This design comes from an exercise in tuning for small area on the open sky130 flow, not from production work. Only simulation tests tie the RTL to the original design; equivalence was not proved. No activity file was given, so power comes from the tool's default toggle rates.

==> flow/design.v <==
`default_nettype none
package yolo_pkg;
    localparam int GRID_COLS = 15;
    localparam int GRID_ROWS = 10;
    localparam int WIN_COL_LO = 1;
    localparam int WIN_COL_HI = 12;
    localparam int WIN_ROW_LO = 1;
    localparam int WIN_ROW_HI = 7;
    localparam int KEEP_N = 5;
    localparam int CONF_LSB = 32;
    localparam int RESULT_WORDS = 2 * KEEP_N;
    typedef logic [63:0] beat_t;
    typedef logic [7:0]  conf_t;
    typedef logic [31:0] box_t;
    typedef logic [3:0]  col_t;
    typedef logic [3:0]  row_t;
    typedef logic [31:0] word_t;
    typedef logic [3:0]  rd_addr_t;
    typedef enum logic [1:0] {
        SCAN_IDLE,
        SCAN_RUN,
        SCAN_DONE
    } scan_state_t;
endpackage
`default_nettype wire
`timescale 1ns/1ns
`default_nettype none
module grid_scanner (
    input  logic           clk,
    input  logic           e203_rst_n,
    input  logic           i_start,
    input  logic           i_clr,
    input  logic           i_valid,
    output logic           o_ready,
    output logic           o_done,
    output logic           o_beat_fire,
    output logic           o_in_window,
    output yolo_pkg::col_t o_col,
    output logic [2:0]     o_row,
    output logic           o_frame_open
);
    logic           run_q;
    logic           done_q;
    yolo_pkg::col_t col_q;
    yolo_pkg::row_t row_q;
    logic           col_wrap;
    logic           row_last;
    logic           frame_last;
    assign o_ready      = run_q;
    assign o_done       = done_q;
    assign o_frame_open = !run_q && !done_q && i_start;
    assign o_beat_fire  = i_valid && run_q;
    assign col_wrap   = (col_q == yolo_pkg::col_t'(yolo_pkg::GRID_COLS - 1));
    assign row_last   = (row_q == yolo_pkg::row_t'(yolo_pkg::GRID_ROWS - 1));
    assign frame_last = o_beat_fire && col_wrap && row_last;
    assign o_in_window = (col_q >= yolo_pkg::col_t'(yolo_pkg::WIN_COL_LO)) && (col_q <= yolo_pkg::col_t'(yolo_pkg::WIN_COL_HI)) &&
                         (row_q >= yolo_pkg::row_t'(yolo_pkg::WIN_ROW_LO)) && (row_q <= yolo_pkg::row_t'(yolo_pkg::WIN_ROW_HI));
    assign o_col = col_q;
    assign o_row = row_q[2:0];
    always_ff @(posedge clk or negedge e203_rst_n) begin
        if (!e203_rst_n) begin
            run_q  <= 1'b0;
            done_q <= 1'b0;
        end else begin
            run_q  <= o_frame_open || (run_q && !frame_last);
            done_q <= frame_last || (done_q && !i_clr);
        end
    end
    always_ff @(posedge clk or negedge e203_rst_n) begin
        if (!e203_rst_n) begin
            col_q <= '0;
            row_q <= '0;
        end else if (o_beat_fire) begin
            if (col_wrap) begin
                col_q <= '0;
                row_q <= row_last ? yolo_pkg::row_t'(0) : row_q + yolo_pkg::row_t'(1);
            end else begin
                col_q <= col_q + yolo_pkg::col_t'(1);
            end
        end
    end
endmodule
`default_nettype wire
`timescale 1ns/1ns
`default_nettype none
module top5_sorter (
    input  logic            clk,
    input  logic            e203_rst_n,
    input  logic            i_frame_open,
    input  logic            i_beat_fire,
    input  logic            i_in_window,
    input  yolo_pkg::beat_t i_beat,
    input  yolo_pkg::col_t  i_col,
    input  logic [2:0]      i_row,
    output yolo_pkg::conf_t [yolo_pkg::KEEP_N-1:0] o_conf,
    output yolo_pkg::box_t  [yolo_pkg::KEEP_N-1:0] o_box,
    output yolo_pkg::col_t  [yolo_pkg::KEEP_N-1:0] o_col,
    output logic [yolo_pkg::KEEP_N-1:0][2:0]       o_row,
    output logic [yolo_pkg::KEEP_N-1:0]            o_valid,
    output logic [yolo_pkg::KEEP_N-1:0][2:0]       o_rank
);
    localparam int N = yolo_pkg::KEEP_N;
    yolo_pkg::conf_t cur_conf;
    logic            take;
    yolo_pkg::conf_t [N-1:0] conf_q;
    yolo_pkg::box_t  [N-1:0] box_q;
    yolo_pkg::col_t  [N-1:0] col_q;
    logic [N-1:0][2:0]       row_q;
    logic [N-1:0]            valid_q;
    logic [N-1:0][2:0]       rank_q;
    logic [N-1:0]            gt;
    logic [N-1:0]            evict;
    logic [N-1:0]            load;
    logic                    ins;
    logic [2:0]              pos;
    function automatic logic conf_gt(input yolo_pkg::conf_t a, input yolo_pkg::conf_t b);
        logic g;
        g = 1'b0;
        for (int i = 0; i < 8; i++) begin
            g = (a[i] & ~b[i]) | ((a[i] | ~b[i]) & g);
        end
        conf_gt = g;
    endfunction
    assign cur_conf = i_beat[yolo_pkg::CONF_LSB +: 8];
    assign take     = i_beat_fire && i_in_window;
    always_comb begin
        for (int s = 0; s < N; s++) begin
            gt[s] = !valid_q[s] || conf_gt(cur_conf, conf_q[s]);
        end
    end
    always_comb begin
        for (int s = 0; s < N; s++) begin
            if (!valid_q[N-1]) begin
                evict[s] = !valid_q[s] && ((s == 0) || valid_q[(s == 0) ? 0 : s-1]);
            end else begin
                evict[s] = rank_q[s][2];
            end
            load[s] = take && evict[s] && gt[s] && (cur_conf != 8'h00);
        end
        ins = |load;
    end
    always_comb begin
        pos = 3'd0;
        for (int s = 0; s < N; s++) begin
            pos = pos + {2'b00, !gt[s]};
        end
    end
    always_ff @(posedge clk) begin
        for (int s = 0; s < N; s++) begin
            if (load[s]) begin
                conf_q[s] <= cur_conf;
                box_q[s]  <= i_beat[31:0];
                col_q[s]  <= i_col;
                row_q[s]  <= i_row;
            end
        end
    end
    always_ff @(posedge clk) begin
        for (int s = 0; s < N; s++) begin
            if (load[s]) begin
                rank_q[s] <= pos;
            end else if (ins && gt[s]) begin
                rank_q[s] <= rank_q[s] + 3'd1;
            end
        end
    end
    always_ff @(posedge clk or negedge e203_rst_n) begin
        if (!e203_rst_n) begin
            valid_q <= '0;
        end else if (i_frame_open) begin
            valid_q <= '0;
        end else begin
            valid_q <= valid_q | load;
        end
    end
    assign o_conf  = conf_q;
    assign o_box   = box_q;
    assign o_col   = col_q;
    assign o_row   = row_q;
    assign o_valid = valid_q;
    assign o_rank  = rank_q;
endmodule
`default_nettype wire
`timescale 1ns/1ns
`default_nettype none
module result_store (
    input  logic               clk,
    input  logic               e203_rst_n,
    input  yolo_pkg::conf_t [yolo_pkg::KEEP_N-1:0] i_conf,
    input  yolo_pkg::box_t  [yolo_pkg::KEEP_N-1:0] i_box,
    input  yolo_pkg::col_t  [yolo_pkg::KEEP_N-1:0] i_col,
    input  logic [yolo_pkg::KEEP_N-1:0][2:0]       i_row,
    input  logic [yolo_pkg::KEEP_N-1:0]            i_valid,
    input  logic [yolo_pkg::KEEP_N-1:0][2:0]       i_rank,
    input  yolo_pkg::rd_addr_t i_rd_addr,
    output yolo_pkg::word_t    o_rd_data
);
    localparam int N = yolo_pkg::KEEP_N;
    logic [N-1:0]       hit;
    logic [N-1:0]       hit_box;
    logic [N-1:0]       hit_info;
    logic [N-1:0]       sel_box_q;
    logic [N-1:0]       sel_info_q;
    always_ff @(posedge clk or negedge e203_rst_n) begin
        if (!e203_rst_n) begin
            sel_box_q  <= '0;
            sel_info_q <= '0;
        end else begin
            sel_box_q  <= hit_box;
            sel_info_q <= hit_info;
        end
    end
    always_comb begin
        for (int s = 0; s < N; s++) begin
            hit[s]      = i_valid[s] && (i_rank[s] == i_rd_addr[3:1]);
            hit_box[s]  = hit[s] && !i_rd_addr[0];
            hit_info[s] = hit[s] && i_rd_addr[0];
        end
    end
    always_comb begin
        o_rd_data = '0;
        for (int s = 0; s < N; s++) begin
            o_rd_data = o_rd_data | ({32{sel_box_q[s]}} & i_box[s])
                                  | ({32{sel_info_q[s]}} & {i_conf[s], i_col[s], 1'b0, i_row[s], 16'h0000});
        end
    end
endmodule
`default_nettype wire
`timescale 1ns/1ns
`default_nettype none
module yolo_layer_top (
    input  logic               clk,
    input  logic               e203_rst_n,
    input  logic               i_start,
    input  logic               i_clr,
    input  logic               i_valid,
    input  yolo_pkg::beat_t    i_beat,
    input  yolo_pkg::rd_addr_t i_rd_addr,
    output logic               o_ready,
    output yolo_pkg::word_t    o_rd_data,
    output logic               o_done
);
    wire       beat_fire;
    wire       in_window;
    wire yolo_pkg::col_t cur_col;
    wire [2:0] cur_row;
    wire       frame_open;
    wire yolo_pkg::conf_t [yolo_pkg::KEEP_N-1:0] rank_conf;
    wire yolo_pkg::box_t  [yolo_pkg::KEEP_N-1:0] rank_box;
    wire yolo_pkg::col_t  [yolo_pkg::KEEP_N-1:0] rank_col;
    wire [yolo_pkg::KEEP_N-1:0][2:0]             rank_row;
    wire [yolo_pkg::KEEP_N-1:0]                  rank_valid;
    wire [yolo_pkg::KEEP_N-1:0][2:0]             rank_pos;
    grid_scanner u_grid_scanner (
        .clk          (clk),
        .e203_rst_n   (e203_rst_n),
        .i_start      (i_start),
        .i_clr        (i_clr),
        .i_valid      (i_valid),
        .o_ready      (o_ready),
        .o_done       (o_done),
        .o_beat_fire  (beat_fire),
        .o_in_window  (in_window),
        .o_col        (cur_col),
        .o_row        (cur_row),
        .o_frame_open (frame_open)
    );
    top5_sorter u_top5_sorter (
        .clk          (clk),
        .e203_rst_n   (e203_rst_n),
        .i_frame_open (frame_open),
        .i_beat_fire  (beat_fire),
        .i_in_window  (in_window),
        .i_beat       (i_beat),
        .i_col        (cur_col),
        .i_row        (cur_row),
        .o_conf       (rank_conf),
        .o_box        (rank_box),
        .o_col        (rank_col),
        .o_row        (rank_row),
        .o_valid      (rank_valid),
        .o_rank       (rank_pos)
    );
    result_store u_result_store (
        .clk          (clk),
        .e203_rst_n   (e203_rst_n),
        .i_conf       (rank_conf),
        .i_box        (rank_box),
        .i_col        (rank_col),
        .i_row        (rank_row),
        .i_valid      (rank_valid),
        .i_rank       (rank_pos),
        .i_rd_addr    (i_rd_addr),
        .o_rd_data    (o_rd_data)
    );
endmodule
`default_nettype wire
==> flow/run.sh <==
#!/bin/bash
# synth_recipe.tcl (not shown) runs the flow's synth.tcl, then flattens the netlist and writes it again
# the make line also repeats each setting of config.mk as NAME=value (left out here)
make -C /OpenROAD-flow-scripts/flow DESIGN_CONFIG=/design/flow/config.mk WORK_HOME=/design/flow/orfs CLKGATE_MAP_FILE= SYNTH_SCRIPT=/design/flow/synth_recipe.tcl finish
==> flow/config.mk <==
export PLATFORM = sky130hd
export DESIGN_NAME = yolo_layer_top
export DESIGN_NICKNAME = yolo_layer_top
export VERILOG_FILES = /design/flow/design.v
export SDC_FILE = /design/flow/constraint.sdc
export NUM_CORES = 4
export LEC_CHECK = 0
export CAP_MARGIN = 20
export CORE_MARGIN = 2
export CORE_UTILIZATION = 40
export CTS_CLUSTER_DIAMETER = 100
export CTS_CLUSTER_SIZE = 30
export SLEW_MARGIN = 20
==> flow/constraint.sdc <==
create_clock -name core_clock -period 5.0 [get_ports {clk}]
set_input_delay 1.0000 -clock core_clock [delete_from_list [all_inputs] [get_ports {clk}]]
set_output_delay 1.0000 -clock core_clock [all_outputs]
set_load 0.01 [all_outputs]
==> results of run 1 <==
## metal layers
layer	track usage	routed length, µm
met1	0.245	11400
met2	0.320	12900
met3	0.0238	1460
met4	0.0368	471
met5	0	0
## per-stage QoR
stage | util | instances | setup slack, ns | total power, µW
finish | 0.471 | 1133 | 0.571 | 6930
global placement | 0.456 | 1111 | 0.0857 | 5740
detailed placement | 0.456 | 1111 | 0.0407 | 5820
floorplan | - | 698 | 0.904 | 4760
CTS | 0.471 | 1133 | 0.558 | 7000
global route | 0.471 | 1133 | 0.437 | 7300
## worst max-delay path, cell delays in order
cell and delay (ns):
clkdlybuf4s50_1 0.51, nor2b_4 0.17, maj3_2 0.31, maj3_2 0.31, maj3_2 0.33, o21a_1 0.24, inv_1 0.07, ha_1 0.21
inv_1 0.08, fa_1 0.41, inv_1 0.07, ha_1 0.16, fa_1 0.50, mux2_2 0.31
## state kept, by name, summed over array words and instances (netlist names)
name,cells
u_top5_sorter.box_q,160
u_top5_sorter.conf_q,40
u_top5_sorter.col_q,20
u_top5_sorter.rank_q,15
u_top5_sorter.row_q,15
u_result_store.sel_box_q,5
u_result_store.sel_info_q,5
u_top5_sorter.valid_q,5
u_grid_scanner.col_q,4
u_grid_scanner.row_q,4
u_grid_scanner.done_q,1
u_grid_scanner.run_q,1
## Yosys cell counts (3+ instances only)
cell and number:
or2_2 3, nand4_1 20, nor2b_1 10, o22ai_1 6
clkbuf_1 23, nand2_1 32, dfrtp_1 25, a22oi_1 63
ha_1 7, a21oi_1 19, a221oi_1 15, maj3_2 4
mux2i_1 4, edfxtp_1 250, a222oi_1 19, nor3b_1 5
nand3_1 3, maj3_1 4, inv_1 26, xnor2_1 21
a22o_1 16, o21ai_0 17, nand2b_1 11, nor2_1 32
nor3_1 5, a41oi_1 3, mux2_2 4
## final cells by class
type	instances	area, µm²
fillers	2299	14300
flip-flops and latches	275	8140
multi-input cells	370	2640
repair buffers	98	986
well taps	341	427
clock buffers	20	352
inverters	27	104
clock inverters	2	38.8
## kinds of logic after synthesis
logic type | count (synthesis) | share of synthesized area
buffers and inverters | 53 | 0.0186
flip-flops | 275 | 0.742
adder cells (fa/ha/maj) | 17 | 0.0194
AND/OR/NAND/NOR | 137 | 0.0650
AO/OA/AOI/OAI | 185 | 0.129
multiplexers | 9 | 0.00913
XOR/XNOR | 22 | 0.0176
## where the power goes
part           switching (µW)  internal, µW
sequential                492          3250
combinational            1090           896
clock                     688           510
## how the worst max path moves through the flow
stage / end / slack [ns]
final: u_top5_sorter.rank_q[10] / 0.57
after global placement: u_top5_sorter.rank_q[10] / 0.09
after global routing: u_top5_sorter.rank_q[10] / 0.44
after detailed placement: u_top5_sorter.rank_q[10] / 0.04
after floorplan: u_top5_sorter.rank_q[10] / 0.90
after CTS: u_top5_sorter.rank_q[10] / 0.56
==> results_dict.tcl, run 1 <==
set metrics [dict create \
    power.density_mw_per_mm2 547 \
    leakage_uw 0.00418 \
    yosysWarnings 3 \
    r2r-end "u_top5_sorter.rank_q[10]" \
    routedWlPerCell_um 23.1 \
    hold_path_class "input port to asynchronous set/reset pin" \
    dp_hpwl_mm 16.0 \
    cts_inserted_buffers 13 \
    syn-num-nets 780 \
    layout-drive-gt1-share 0.0758 \
    cts_resized 0 \
    wirelength_mm 26.2 \
    place_area_mm2 0.0123 \
    cts_sinks 275 \
    critical_path_required_ns 5.25 \
    grt_max_degree 48 \
    clk_pin_slew_ns 0.11 \
    max-cap-violations 0 \
    worstRegToRegCells 13 \
    async_flop_share 0.0909 \
    cts_setup_buffers 0 \
    drc_errors 0 \
    area_growth_pct 15.6 \
    endpoint_kind "flop" \
    cts_tree "yes" \
    antenna_cells 0 \
    floorplan.core_area_mm2 0.0270 \
    ys_seq_elements 275 \
    fin_skew_ns 0.0353 \
    yosys-top-cells-area "edfxtp_1 68%, dfrtp_1 5.7%, a22oi_1 4.3%" \
    cts_buffer_depth 3 \
    place_congestion 0.918 \
    synth_edf_count 250 \
    drtPass1Iterations 5 \
    grt_pass1_vias 6788 \
    max_freq_mhz 226 \
    period_minus_slack_ns 4.43 \
    crit_start "i_beat[32]" \
    final_nets 867 \
    seq_area_frac_synth 0.742 \
    ir_drop_mv 0.233 \
    clock-root-buffer "clkbuf_16" \
    synth_area_mm2 0.0110 \
    critPathLaunchType "input port" \
    viasPerCell 5.80 \
    relSlewSlack 0.388 \
    r2r_start "u_top5_sorter.conf_q[8]" \
    worst_pin_slew_ns 0.918 \
    die_w_um 170 \
    die_y_um 170 \
    die-area_mm2 0.0288 \
    hold_viol_final 0 \
    reg2reg_slack_ns 1.31 \
    critical_path_class "input port to flop" \
    antenna_found_initial 0 \
    critPathArrivalTime_ns 4.68 \
    ys.flop_type "edfxtp_1" \
    vias 6575 \
    ys_types 66 \
    port_buffers 82 \
    grt_pass1_wl_mm 39.8 \
    yosysTopAreaCell "edfxtp_1" \
    finalSetupViolCount 0 \
    status "no timing/DRC/antenna violations" \
    whs_ns 0.474 \
    rsz0062_at_grt "no" \
    setup_tns_ns 0 \
    grt_overflow 0 \
    htree_levels 1 \
    crit_fanout 7 \
    synthCells 698 \
    initial_core_util 0.407 \
    final_common_cell "edfxtp_1" \
    timing.final.max_slew_violations 0 \
    synth_top_area_frac 0.684 \
    final_cell_mix "250 x edfxtp_1, 81 x clkdlybuf4s50_1, 63 x a22oi_1" \
    drt.antenna.violating_nets 0 \
    num_rows 60 \
    drt_iter0_drc 697 \
    grtUsageTotal 0.182 \
    min_period_over_period 0.886 \
    fin_area_mm2 0.0127 \
    io_pins 107 \
    synth.avg_cell_area_um2 15.7 \
    insertion_delay_ns 0.50 \
    hold_buffers 0 \
]
==> inputs of run 2 (changes only) <==
==> flow/flow/run.sh (new file) <==
#!/bin/bash
# The standard layout, with the smallest buffer on each input and output port,
# non-critical gates downsized after global routing, and smaller clock
# buffers at the sink clusters.
set -euo pipefail
bash standard.sh BUFFER_PORTS_ARGS="-buffer_cell sky130_fd_sc_hd__buf_1" RECOVER_POWER=100 \
  CTS_ARGS="-sink_clustering_enable -repair_clock_nets -sink_clustering_size 20 -sink_clustering_max_diameter 80 -buf_list sky130_fd_sc_hd__clkbuf_16 -sink_clustering_buffer sky130_fd_sc_hd__clkbuf_8" \
  finish > standard_make.log 2>&1
==> flow/standard.sh (new file) <==
#!/bin/bash
# synth_recipe.tcl (not shown) runs the flow's synth.tcl, then flattens the netlist and writes it again
# the make line also repeats each setting of config.mk as NAME=value (left out here)
make -C /OpenROAD-flow-scripts/flow DESIGN_CONFIG=/design/flow/config.mk WORK_HOME=/design/flow/orfs CLKGATE_MAP_FILE= SYNTH_SCRIPT=/design/flow/synth_recipe.tcl "${@:-finish}"
removed: flow/run.sh
==> results_dict.tcl, run 2 <==
set metrics [dict create \
    met2WireLength_mm 12.5 \
    routedWlPerCell_um 22.5 \
    fin_ws_ns 0.708 \
    grt_pass1_vias 6595 \
    antenna_found_initial 0 \
    setup_tns_ns 0 \
    r2r-end "u_top5_sorter.rank_q[6]" \
    synth_edf_count 250 \
    wirelength_mm 25.8 \
    insertion_delay_ns 0.50 \
    clk_pin_slew_ns 0.12 \
    dp_hpwl_mm 15.9 \
    ys_seq_elements 275 \
    yosys-top-cells-area "edfxtp_1 68%, dfrtp_1 5.7%, a22oi_1 4.3%" \
    synthCells 698 \
    endpoint_kind "flop" \
    cts_tree "yes" \
    wl_met3_mm 1.57 \
    period_minus_slack_ns 4.29 \
    status "no timing/DRC/antenna violations" \
    hold_buffers 0 \
    cts_setup_buffers 0 \
    yosysWarnings 3 \
    worst_pin_slew_ns 1.37 \
    critPathLaunchType "input port" \
    min_from "u_grid_scanner.done_q" \
    final_nets 875 \
    top_regs "u_top5_sorter.box_q: 160 flops, u_top5_sorter.conf_q: 40 flops, u_top5_sorter.col_q: 20 flops" \
    htree_levels 1 \
    drt.antenna.violating_nets 0 \
    place_area_mm2 0.0118 \
    drc_errors 0 \
    fin_area_mm2 0.0121 \
    die-area_mm2 0.0288 \
    syn-num-nets 780 \
    area_growth_pct 9.91 \
    whs_endpoint "u_grid_scanner.done_q" \
    die_w_um 170 \
    cts_inserted_buffers 18 \
    final_cell_mix "250 x edfxtp_1, 73 x buf_1, 63 x a22oi_1" \
    critPathArrivalTime_ns 4.55 \
    cts_sinks 275 \
    synth_area_mm2 0.0110 \
    timing.final.max_slew_violations 0 \
    floorplan.core_area_mm2 0.0270 \
    max_freq_mhz 233 \
    yosysTopAreaCell "edfxtp_1" \
    ys.flop_type "edfxtp_1" \
    crit_fanout 24 \
    power_uw 6580 \
    min_period_over_period 0.858 \
    max_flop_register "u_top5_sorter.box_q" \
    grt_pass1_wl_mm 39.2 \
    reg2reg_slack_ns 1.15 \
    r2r_start "u_grid_scanner.col_q[0]" \
    fin_skew_ns 0.0238 \
    seq_area_frac_synth 0.742 \
    num_rows 60 \
    layout-drive-gt1-share 0.0547 \
    pre_cts_ws_ns 0.431 \
    initial_core_util 0.407 \
    die_y_um 170 \
    ys_types 66 \
    finalSetupViolCount 0 \
    port_buffers 82 \
    critical_path_required_ns 5.25 \
    async_flop_share 0.0909 \
    critical_path_class "input port to flop" \
    largest_reg_flops 160 \
    power.density_mw_per_mm2 546 \
    drt_iter0_drc 587 \
    cts_buffer_depth 3 \
    synth.avg_cell_area_um2 15.7 \
    hold_viol_final 0 \
    ir_drop_mv 0.292 \
    antenna_cells 0 \
    synthMostInstantiatedCell "edfxtp_1" \
    highest_layer "met4" \
    drtPass1Iterations 7 \
    io_pins 107 \
    leakage_uw 0.00396 \
    cts_resized 0 \
    ys_top_cells_by_count "250 x edfxtp_1, 63 x a22oi_1, 32 x nand2_1, 32 x nor2_1, 26 x inv_1" \
    grt_overflow 0 \
    place_congestion 0.824 \
    relSlewSlack 0.0852 \
    final_common_cell "edfxtp_1" \
    hold_path_class "flop to flop" \
    wl_met1_mm 11.3 \
    grt_max_degree 52 \
    synth_top_area_frac 0.684 \
    rsz0062_at_grt "no" \
    grtUsageTotal 0.180 \
    clock-root-buffer "clkbuf_16" \
    vias 6548 \
    worstRegToRegCells 8 \
    max-cap-violations 0 \
    viasPerCell 5.71 \
    fill_cells 2432 \
    whs_path_depth 2 \
]
## run 2: cell families (layout without fill, tap and decap cells)
family,count (synthesis),in the layout,synth area share
AO/OA/AOI/OAI,185,185,0.129
XOR/XNOR,22,22,0.0176
adder cells (fa/ha/maj),17,17,0.0194
buffers and inverters,53,160,0.0186
flip-flops,275,275,0.742
multiplexers,9,9,0.00913
AND/OR/NAND/NOR,137,137,0.0650
## run 2: area by class of cell
| type | count | area (µm²) | share of cell area |
|---|---|---|---|
| sequential | 275 | 8130 | 0.675 |
| inverter | 27 | 103 | 0.00851 |
| timing repair buffer | 101 | 420 | 0.0349 |
| tap | 341 | 427 | 0.0354 |
| clock buffer | 19 | 307 | 0.0254 |
| clock inverter | 13 | 67.6 | 0.00560 |
| multi-input combinational | 370 | 2600 | 0.216 |
## run 2: metal layers
layer  vias to the layer above  track usage
met5                         -            0
met4                         0       0.0323
met3                        30       0.0282
met2                       193        0.305
met1                      3328        0.249
li1                       2997            -
## run 2: worst max-delay path, cell delays in order
cell	delay, ns
clkbuf_1	0.16
nor2b_1	0.18
maj3_1	0.36
maj3_1	0.37
maj3_1	0.37
o21a_1	0.22
nand2_1	0.11
clkinvlp_2	0.79
buf_4	0.59
o31a_1	0.39
## run 2: through the flow
step	cells	hold WS (ns)	util
5_1_grt	1146	0.623	0.447
4_1_cts	1146	0.462	0.451
3_3_place_gp	1114	0.548	0.437
3_5_place_dp	1114	0.561	0.437
2_1_floorplan	698	0.487	-
6_report	1146	0.571	0.447
## run 2: report_power, final
| group | internal, µW | leakage [µW] | switching, µW |
|---|---|---|---|
| registers | 3260 | 0.00259 | 411 |
| clock network | 440 | 0.000217 | 708 |
| logic | 629 | 0.00115 | 1130 |
| total | 4330 | 0.00396 | 2250 |
## run 2: worst max path at each step
stage | start | cells past startpoint | slack [ns] | to
floorplan | i_beat[32] | 13 | 0.90 | u_top5_sorter.rank_q[10]
global placement | i_beat[34] | 12 | 0.45 | u_top5_sorter.rank_q[10]
detailed placement | i_beat[32] | 14 | 0.43 | u_top5_sorter.rank_q[1]
CTS | i_beat[32] | 14 | 0.97 | u_top5_sorter.rank_q[1]
global route | i_beat[34] | 8 | 0.41 | u_top5_sorter.box_q[70]
finish | i_beat[32] | 10 | 0.71 | u_top5_sorter.rank_q[6]
==> inputs of run 3 (changes only) <==
--- a/flow/design.v
+++ b/flow/design.v
@@ -130,12 +130,8 @@
     end
     always_comb begin
         for (int s = 0; s < N; s++) begin
-            if (!valid_q[N-1]) begin
-                evict[s] = !valid_q[s] && ((s == 0) || valid_q[(s == 0) ? 0 : s-1]);
-            end else begin
-                evict[s] = rank_q[s][2];
-            end
-            load[s] = take && evict[s] && gt[s] && (cur_conf != 8'h00);
+            evict[s] = rank_q[s][2];
+            load[s]  = take && evict[s] && gt[s] && (cur_conf != 8'h00);
         end
         ins = |load;
     end
@@ -157,7 +153,9 @@
     end
     always_ff @(posedge clk) begin
         for (int s = 0; s < N; s++) begin
-            if (load[s]) begin
+            if (i_frame_open) begin
+                rank_q[s] <= 3'(s);
+            end else if (load[s]) begin
                 rank_q[s] <= pos;
             end else if (ins && gt[s]) begin
                 rank_q[s] <= rank_q[s] + 3'd1;
==> flow/flow/run.sh (replaced) <==
#!/bin/bash
# The standard layout, with the smallest buffer on each input and output port.
set -euo pipefail
bash standard.sh BUFFER_PORTS_ARGS="-buffer_cell sky130_fd_sc_hd__buf_1" finish > standard_make.log 2>&1
==> results_dict.tcl, run 3 <==
set metrics [dict create \
    antenna_cells 0 \
    top_regs "u_top5_sorter.box_q: 160 flops, u_top5_sorter.conf_q: 40 flops, u_top5_sorter.col_q: 20 flops" \
    dp_hpwl_mm 15.4 \
    critPathArrivalTime_ns 4.59 \
    insertion_delay_ns 0.50 \
    clk_pin_slew_ns 0.11 \
    async_flop_share 0.0909 \
    cts_setup_buffers 0 \
    crit_fanout 6 \
    synth_top_area_frac 0.646 \
    yosys-top-cells-area "edfxtp_1 65%, dfrtp_1 5.7%, a22oi_1 4.5%" \
    synth_edf_count 235 \
    viasPerCell 5.81 \
    yosysTopAreaCell "edfxtp_1" \
    worst_pin_slew_ns 1.09 \
    cts_tree "yes" \
    ys_top_cells_by_count "235 x edfxtp_1, 66 x a22oi_1, 38 x nand2_1, 29 x inv_1, 29 x nor2_1" \
    register_area_mm2 0.00798 \
    fin_cells 1148 \
    status "no timing/DRC/antenna violations" \
    routedWlPerCell_um 22.4 \
    synth.avg_cell_area_um2 15.3 \
    whs_ns 0.495 \
    fin_skew_ns 0.0379 \
    die_y_um 169 \
    ys_seq_elements 275 \
    grt_pass1_wl_mm 39.0 \
    critPathLaunchType "input port" \
    synthCells 713 \
    ir_drop_mv 0.207 \
    max-cap-violations 0 \
    final_nets 887 \
    setup_tns_ns 0 \
    place_congestion 0.823 \
    timing.final.max_slew_violations 0 \
    finalSetupViolCount 0 \
    hold_viol_final 0 \
    grt_max_degree 49 \
    max_freq_mhz 239 \
    leakage_uw 0.00402 \
    max_flop_register "u_top5_sorter.box_q" \
    area_growth_pct 10.9 \
    drc_errors 0 \
    initial_core_util 0.407 \
    synth_area_mm2 0.0109 \
    grt_pass1_vias 6543 \
    wirelength_mm 25.8 \
    final_common_cell "edfxtp_1" \
    seq_area_frac_synth 0.731 \
    fill_cells 2395 \
    worstRegToRegCells 15 \
    drtPass1Iterations 5 \
    relSlewSlack 0.274 \
    min_period_over_period 0.837 \
    yosysWarnings 3 \
    final_cell_mix "235 x edfxtp_1, 82 x buf_1, 66 x a22oi_1" \
    port_buffers 82 \
    drt.antenna.violating_nets 0 \
    grtUsageTotal 0.177 \
    critical_path_required_ns 5.41 \
    htree_levels 1 \
    critical_path_class "input port to flop" \
    ys_types 67 \
    cts_resized 0 \
    die_w_um 169 \
    multi_input_area_mm2 0.00274 \
    ys.flop_type "edfxtp_1" \
    layout-drive-gt1-share 0.0632 \
    power.density_mw_per_mm2 423 \
    synthMostInstantiatedCell "edfxtp_1" \
    cts_inserted_buffers 13 \
    cts_buffer_depth 3 \
    num_rows 60 \
    vias 6672 \
    cts_sinks 275 \
    antenna_found_initial 1 \
    period_minus_slack_ns 4.18 \
    floorplan.core_area_mm2 0.0269 \
    largest_reg_flops 160 \
    clock-root-buffer "clkbuf_16" \
    dp_cells 1131 \
    die-area_mm2 0.0287 \
    hold_buffers 0 \
    drt_iter0_drc 681 \
    io_pins 107 \
    rsz0062_at_grt "no" \
    endpoint_kind "flop" \
    hold_path_class "input port to asynchronous set/reset pin" \
    syn-num-nets 795 \
    grt_overflow 0 \
]
==> run 3: power breakdown <==
part,internal [µW],switching (µW),leakage (µW),total (µW)
clock network,509,700,0.000185,1210
logic,350,553,0.00125,904
registers,2790,218,0.00259,3010
==> run 3: area by class of cell <==
| cell class | instances | area share |
|---|---|---|
| Clock inverter | 2 | 0.00320 |
| Sequential cell | 275 | 0.659 |
| Multi-Input combinational cell | 383 | 0.226 |
| Tap cell | 341 | 0.0352 |
| Clock buffer | 15 | 0.0283 |
| Timing Repair Buffer | 103 | 0.0394 |
| Inverter | 29 | 0.00898 |
==> run 3: per-stage QoR <==
stage          cell area (µm²)  utilization  setup slack, ns  total power [µW]
2_1_floorplan            10900            -            0.698              3600
3_5_place_dp             11700        0.437            0.346              3970
5_1_grt                  12100        0.451            0.628              5370
3_3_place_gp             11700        0.437            0.380              3950
6_report                 12100        0.451            0.815              5120
4_1_cts                  12100        0.451            0.834              5160
==> run 3: critical path: stages <==
cell and delay (ns):
buf_1 0.15, inv_1 0.15, maj3_1 0.38, maj3_2 0.31, o22a_1 0.26, nor2_1 0.18
inv_1 0.07, ha_1 0.27, inv_1 0.04, fa_1 0.47, inv_1 0.05, ha_1 0.18
fa_1 0.69, nor2_1 0.09, a31oi_1 0.15, o32a_1 0.17
==> run 3: layer usage <==
layer | share of wire | GRT usage | vias to the layer above
li1 | - | - | 3048
met1 | 0.46 | 0.260 | 3404
met2 | 0.46 | 0.286 | 187
met3 | 0.056 | 0.0252 | 31
met4 | 0.016 | 0.0327 | 2
met5 | 0.00062 | 0 | -
==> run 3: final timing paths <==
kind | from | end | slack (ns)
max reg2reg | u_top5_sorter.conf_q[11] | u_top5_sorter.rank_q[10] | 1.01
max | i_beat[36] | u_top5_sorter.rank_q[10] | 0.82
max in group asynchronous | e203_rst_n | u_top5_sorter.valid_q[3] | 4.20
min reg2reg | u_top5_sorter.rank_q[2] | u_top5_sorter.rank_q[2] | 0.51
min in group core_clock | u_top5_sorter.rank_q[2] | u_top5_sorter.rank_q[2] | 0.51
min | e203_rst_n | u_grid_scanner.col_q[0] | 0.49
==> run 3: logic make-up after synthesis <==
group	synth area share
XOR/XNOR	0.0136
flip-flops	0.731
multiplexers	0.00366
buffers and inverters	0.0190
adder cells (fa/ha/maj)	0.0182
AO/OA/AOI/OAI	0.143
AND/OR/NAND/NOR	0.0719
==> inputs of run 4 (changes only) <==
==> flow/flow/run.sh (replaced) <==
#!/bin/bash
# The standard layout, with the smallest buffer on each input and output port,
# and non-critical gates downsized after global routing.
set -euo pipefail
bash standard.sh BUFFER_PORTS_ARGS="-buffer_cell sky130_fd_sc_hd__buf_1" RECOVER_POWER=100 finish > standard_make.log 2>&1
==> results_dict.tcl, run 4 <==
set metrics [dict create \
    drc_errors 0 \
    syn-num-nets 795 \
    drt_iter0_drc 685 \
    area_growth_pct 10.1 \
    cts_setup_buffers 0 \
    place_congestion 0.823 \
    wirelength_mm 25.8 \
    die_w_um 169 \
    antenna_found_initial 1 \
    max_flop_register "u_top5_sorter.box_q" \
    relSlewSlack -0.0380 \
    synth_top_area_frac 0.646 \
    setup_tns_ns 0 \
    fin_cells 1148 \
    synth_edf_count 235 \
    synth.avg_cell_area_um2 15.3 \
    hold_path_class "flop to flop" \
    yosysTopAreaCell "edfxtp_1" \
    dp_cells 1131 \
    critical_path_required_ns 5.10 \
    critPathLaunchType "input port" \
    htree_levels 1 \
    finalSetupViolCount 0 \
    power_uw 5110 \
    drt.antenna.violating_nets 0 \
    min_from "u_top5_sorter.rank_q[2]" \
    violatedChecks "capacitance limit, slew limit" \
    yosysWarnings 3 \
    synthMostInstantiatedCell "edfxtp_1" \
    grt_overflow 0 \
    hold_buffers 0 \
    grt_pass1_vias 6543 \
    async_flop_share 0.0909 \
    worst_pin_slew_ns 1.56 \
    layout-drive-gt1-share 0.0471 \
    grt_pass1_wl_mm 39.0 \
    ys.flop_type "edfxtp_1" \
    register_area_mm2 0.00798 \
    final_nets 887 \
    top_regs "u_top5_sorter.box_q: 160 flops, u_top5_sorter.conf_q: 40 flops, u_top5_sorter.col_q: 20 flops" \
    antenna_cells 0 \
    critPathArrivalTime_ns 4.46 \
    critical_path_class "input port to flop" \
    final_cell_mix "235 x edfxtp_1, 75 x buf_1, 66 x a22oi_1" \
    ys_types 67 \
    die-area_mm2 0.0287 \
    r2r_start "u_grid_scanner.row_q[1]" \
    port_buffers 82 \
    cts_sinks 275 \
    min_period_over_period 0.871 \
    endpoint_kind "flop" \
    leakage_uw 0.00398 \
    routedWlPerCell_um 22.4 \
    timing.final.max_slew_violations 123 \
    cts_buffer_depth 3 \
    seq_area_frac_synth 0.731 \
    largest_reg_flops 160 \
    cts_resized 0 \
    fill_cells 2409 \
    grt_max_degree 49 \
    cts_tree "yes" \
    max-cap-violations 3 \
    period_minus_slack_ns 4.36 \
    io_pins 107 \
    ys_top_cells_by_count "235 x edfxtp_1, 66 x a22oi_1, 38 x nand2_1, 29 x inv_1, 29 x nor2_1" \
    ir_drop_mv 0.208 \
    cts_inserted_buffers 13 \
    power.density_mw_per_mm2 425 \
    clk_pin_slew_ns 0.11 \
    hold_viol_final 0 \
    clock-root-buffer "clkbuf_16" \
    drtPass1Iterations 5 \
    vias 6691 \
    crit_start "i_beat[36]" \
    insertion_delay_ns 0.50 \
    num_rows 60 \
    grtUsageTotal 0.177 \
    max_freq_mhz 230 \
    die_y_um 169 \
    status "complete, but fails checks" \
    floorplan.core_area_mm2 0.0269 \
    viasPerCell 5.83 \
    synth_area_mm2 0.0109 \
    dp_hpwl_mm 15.4 \
    yosys-top-cells-area "edfxtp_1 65%, dfrtp_1 5.7%, a22oi_1 4.5%" \
    final_common_cell "edfxtp_1" \
    ys_seq_elements 275 \
    initial_core_util 0.407 \
    multi_input_area_mm2 0.00271 \
    synthCells 713 \
    crit_fanout 47 \
    rsz0062_at_grt "no" \
    fin_skew_ns 0.0410 \
]
==> run 4: kinds of logic (layout without fill, tap and decap cells) <==
family / Yosys count / in the layout / share of synthesized area
multiplexers: 4 / 4 / 0.00366
XOR/XNOR: 17 / 17 / 0.0136
AND/OR/NAND/NOR: 149 / 149 / 0.0719
buffers and inverters: 55 / 149 / 0.0190
AO/OA/AOI/OAI: 197 / 197 / 0.143
adder cells (fa/ha/maj): 16 / 16 / 0.0182
flip-flops: 275 / 275 / 0.731
==> run 4: layout make-up <==
type	count	area share
clock inverter	2	0.00322
clock buffer	15	0.0285
sequential	275	0.664
multi-input combinational	383	0.225
tap	341	0.0355
timing repair buffer	103	0.0352
inverter	29	0.00905
==> run 4: worst paths after layout <==
path                                            end  slack [ns]  cells past startpoint
max in group asynchronous  u_top5_sorter.valid_q[3]        3.11                      2
min reg2reg                 u_top5_sorter.rank_q[2]        0.51                      2
min in group asynchronous  u_top5_sorter.valid_q[1]        0.96                      2
max                         u_top5_sorter.col_q[14]        0.64                      9
min                         u_top5_sorter.rank_q[2]        0.51                      2
max reg2reg                 u_top5_sorter.col_q[14]        1.01                      7
==> run 4: critical path, cell delays in order <==
cell and delay (ns):
buf_1 0.15, clkbuf_1 0.41, or4_1 0.22, nor2_1 0.10, nor3_2 0.18, clkbuf_1 0.39, nand2_1 0.21, nor2_1 0.53
clkbuf_2 1.23
==> run 4: where the power goes <==
group / switching (µW) / total (µW) / internal (µW)
Combinational: 547 / 879 / 332
Sequential: 218 / 3020 / 2800
Clock: 705 / 1210 / 509
Total: 1470 / 5110 / 3640
==> run 4: layer usage <==
layer	global-route usage	vias to the layer above	routed length [µm]
met2	0.286	196	11800
met3	0.0252	31	1420
li1	-	3050	-
met1	0.260	3412	12100
met5	0	-	16
met4	0.0327	2	424
==> run 4: through the flow <==
| stage | setup WS, ns | util | hold slack (ns) | instance area (µm²) |
|---|---|---|---|---|
| after floorplan | 0.698 | - | 0.464 | 10900 |
| after detailed placement | 0.346 | 0.437 | 0.494 | 11700 |
| after global routing | 0.379 | 0.448 | 0.537 | 12000 |
| after global placement | 0.380 | 0.437 | 0.490 | 11700 |
| final | 0.643 | 0.448 | 0.510 | 12000 |
| after CTS | 0.834 | 0.451 | 0.492 | 12100 |
==> inputs of run 5 (changes only) <==
==> flow/flow/run.sh (replaced) <==
#!/bin/bash
# The standard layout, with the smallest buffer on each input and output port,
# and non-critical gates downsized after global routing (drivers of nets with
# six or more loads are left as repair_design sized them).
set -euo pipefail
bash standard.sh BUFFER_PORTS_ARGS="-buffer_cell sky130_fd_sc_hd__buf_1" RECOVER_POWER=100 \
  PRE_GLOBAL_ROUTE_TCL="$PWD/flow/protect.tcl" finish > standard_make.log 2>&1
==> flow/flow/protect.tcl (new file) <==
# Before global route: keep the drivers of high-fanout nets (the buffers that
# repair_design sized for slew) out of power recovery's downsizing.
set kept 0
foreach net [get_nets *] {
  set loads [get_pins -quiet -of_objects $net -filter "direction==input"]
  if {[llength $loads] >= 6} {
    foreach drv [get_pins -quiet -of_objects $net -filter "direction==output"] {
      set_dont_touch [get_cells -of_objects $drv]
      incr kept
    }
  }
}
puts "protect.tcl: kept $kept high-fanout drivers"
==> results_dict.tcl, run 5 <==
set metrics [dict create \
    setup_tns_ns 0 \
    yosysTopAreaCell "edfxtp_1" \
    synth_edf_count 235 \
    critical_path_required_ns 5.41 \
    final_common_cell "edfxtp_1" \
    grtUsageTotal 0.177 \
    hold_viol_final 0 \
    cts_buffer_depth 3 \
    crit_cells 16 \
    leakage_uw 0.00401 \
    p_clk_frac 0.236 \
    final_cell_mix "235 x edfxtp_1, 79 x buf_1, 66 x a22oi_1" \
    clk_pin_slew_ns 0.11 \
    synth_area_mm2 0.0109 \
    period_minus_slack_ns 4.23 \
    area_growth_pct 10.7 \
    synthCells 713 \
    antenna_cells 0 \
    max_flop_register "u_top5_sorter.box_q" \
    insertion_delay_ns 0.50 \
    die-area_mm2 0.0287 \
    drtPass1Iterations 5 \
    ir_drop_mv 0.153 \
    place_congestion 0.823 \
    yosysWarnings 3 \
    syn-num-nets 795 \
    ys_types 67 \
    ys.flop_type "edfxtp_1" \
    comb_power_share 0.176 \
    crit_family "adder cells" \
    drt_iter0_drc 672 \
    synthMostInstantiatedCell "edfxtp_1" \
    synth_top_area_frac 0.646 \
    grt_overflow 0 \
    finalSetupViolCount 0 \
    max_freq_mhz 236 \
    fin_area_mm2 0.0121 \
    largest_reg_flops 160 \
    cts_resized 0 \
    crit_top_cell "inv_1" \
    wirelength_mm 25.6 \
    p_sw_frac 0.287 \
    hold_path_class "input port to asynchronous set/reset pin" \
    yosys-top-cells-area "edfxtp_1 65%, dfrtp_1 5.7%, a22oi_1 4.5%" \
    critical_path_class "input port to flop" \
    rsz0062_at_grt "no" \
    viasPerCell 5.81 \
    port_buffers 82 \
    critPathLaunchType "input port" \
    worst_pin_slew_ns 1.11 \
    drt.antenna.violating_nets 0 \
    num_rows 60 \
    endpoint_kind "flop" \
    vias 6665 \
    min_period_over_period 0.846 \
    initial_core_util 0.407 \
    whs_ns 0.492 \
    worst_path_max_delay_cell "fa_1" \
    cts_setup_buffers 0 \
    grt_pass1_vias 6543 \
    ys_seq_elements 275 \
    io_pins 107 \
    cp_num_buf_inv 5 \
    hold_buffers 0 \
    place_area_mm2 0.0117 \
    fin_skew_ns 0.0380 \
    die_y_um 169 \
    worst_path_largest_cell_delay_ns 0.68 \
    max-cap-violations 0 \
    power.density_mw_per_mm2 423 \
    htree_levels 1 \
    grt_max_degree 49 \
    clock-root-buffer "clkbuf_16" \
    cts_sinks 275 \
    cellInternalPower_uw 3650 \
    worstPathCellList "buf_1 > inv_1 > maj3_1 > maj3_1 > o22a_1 > nor2_1 > inv_1 > ha_1 > inv_1 > fa_1 > inv_1 > ha_1 > fa_1 > nor2_1 > a31oi_1 > o32a_1" \
    die_w_um 169 \
    final_nets 887 \
    dp_hpwl_mm 15.4 \
    seq_area_frac_synth 0.731 \
    async_flop_share 0.0909 \
    synth.avg_cell_area_um2 15.3 \
    layout-drive-gt1-share 0.0570 \
    drc_errors 0 \
    ys_top_cells_by_count "235 x edfxtp_1, 66 x a22oi_1, 38 x nand2_1, 29 x inv_1, 29 x nor2_1" \
    relSlewSlack 0.259 \
    cts_inserted_buffers 13 \
    crit_fanout 6 \
    floorplan.core_area_mm2 0.0269 \
    cts_tree "yes" \
    worstRegToRegCells 15 \
    p_seq_frac 0.588 \
    routedWlPerCell_um 22.3 \
    grt_pass1_wl_mm 39.0 \
    timing.final.max_slew_violations 0 \
    antenna_found_initial 1 \
    critPathArrivalTime_ns 4.64 \
    top_regs "u_top5_sorter.box_q: 160 flops, u_top5_sorter.conf_q: 40 flops, u_top5_sorter.col_q: 20 flops" \
    status "no timing/DRC/antenna violations" \
    switching_power_uw 1470 \
]
==> run 5: cell families (layout without fill, tap and decap cells) <==
family	Yosys count	count (layout)	synth area share
xor gates and xnor gates	17	17	0.0136
and+or+nand+nor	149	149	0.0719
buffers and inverters	55	149	0.0190
adders and majority gates	16	16	0.0182
DFF	275	275	0.731
muxes	4	4	0.00366
AOI/OAI and AO/OA	197	197	0.143
==> run 5: final timing paths <==
path                                                from                  endpoint  slack, ns
worst max-delay path                          i_beat[36]  u_top5_sorter.rank_q[10]       0.77
worst min-delay path                          e203_rst_n      u_grid_scanner.run_q       0.49
worst max register to register  u_top5_sorter.conf_q[11]  u_top5_sorter.rank_q[10]       0.97
worst min register to register   u_top5_sorter.rank_q[2]   u_top5_sorter.rank_q[2]       0.51
max in group asynchronous                     e203_rst_n  u_top5_sorter.valid_q[3]       4.21
min in group core_clock          u_top5_sorter.rank_q[2]   u_top5_sorter.rank_q[2]       0.51
==> run 5: cell type report <==
cell class,instances,area (µm²)
sequential,275,7980
fill,2398,14800
inverter,29,109
multi-input combinational,383,2720
timing repair buffer,103,474
clock buffer,15,343
clock inverter,2,38.8
tap,341,427
==> run 5: power groups by stage <==
stage          clock network, µW  registers, µW  logic, µW
3_3_place_gp                   0           3050        898
2_1_floorplan                  0           2980        623
5_1_grt                     1310           3040       1000
6_report                    1210           3010        898
3_5_place_dp                   0           3060        907
4_1_cts                     1240           3010        913
==> run 5: through the flow <==
stage	setup slack [ns]	total power, µW	cells	utilization
2_1_floorplan	0.698	3600	713	-
3_3_place_gp	0.380	3950	1131	0.437
3_5_place_dp	0.346	3970	1131	0.437
4_1_cts	0.834	5160	1148	0.451
5_1_grt	0.573	5360	1148	0.450
6_report	0.770	5120	1148	0.450
==> run 5: worst reg2reg max path, cell delays in order (launching register included) <==
cell      delay [ns]
edfxtp_1        0.46
nor2b_1         0.16
maj3_1          0.36
maj3_1          0.36
o22a_1          0.27
nor2_1          0.18
inv_1           0.07
ha_1            0.27
inv_1           0.04
fa_1            0.47
inv_1           0.05
ha_1            0.18
fa_1            0.68
nor2_1          0.09
a31oi_1         0.15
o32a_1          0.17
==> run 5: per-layer routing <==
| metal | global-route usage | vias up | part of all wire |
|---|---|---|---|
| met1 | 0.260 | 3389 | 0.46 |
| met4 | 0.0327 | 2 | 0.017 |
| li1 | - | 3047 | - |
| met5 | 0 | - | 0.00062 |
| met3 | 0.0252 | 33 | 0.060 |
| met2 | 0.286 | 194 | 0.46 |

==> separate check: timing with driven ports <==
How much do the figures lean on ideal ports? The routed layouts below were timed once more, with nothing changed but the port constraints. Step 1 sets driving cells, clkbuf_16 on the clock port and buf_2 on the other inputs (assumed; they add their load-dependent delay and slew). Step 2, shift: input delay + t, output delay - t, t = (earliest + latest rising clock arrival at the registers) / 2. This alone moves slack from input paths to output paths. Three values: ideal ports, drivers, drivers and shift; two values: the first two.
run | t (ns) | setup WS [ns] | clock arrival spread, ns
run 1 | 0.527 | 0.571 / 0.593 / 0.066 | 0.036 / 0.036
run 2 | 0.533 | 0.708 / 0.722 / 0.189 | 0.024 / 0.024
run 3 | 0.522 | 0.815 / 0.830 / 0.308 | 0.038 / 0.038
run 4 | 0.524 | 0.643 / 0.657 / 0.132 | 0.041 / 0.041
run 5 | 0.523 | 0.770 / 0.784 / 0.261 | 0.038 / 0.038
For run 2, which loses most, drivers alone change the setup slack by +0.014 ns; drivers and shift together by -0.519 ns.
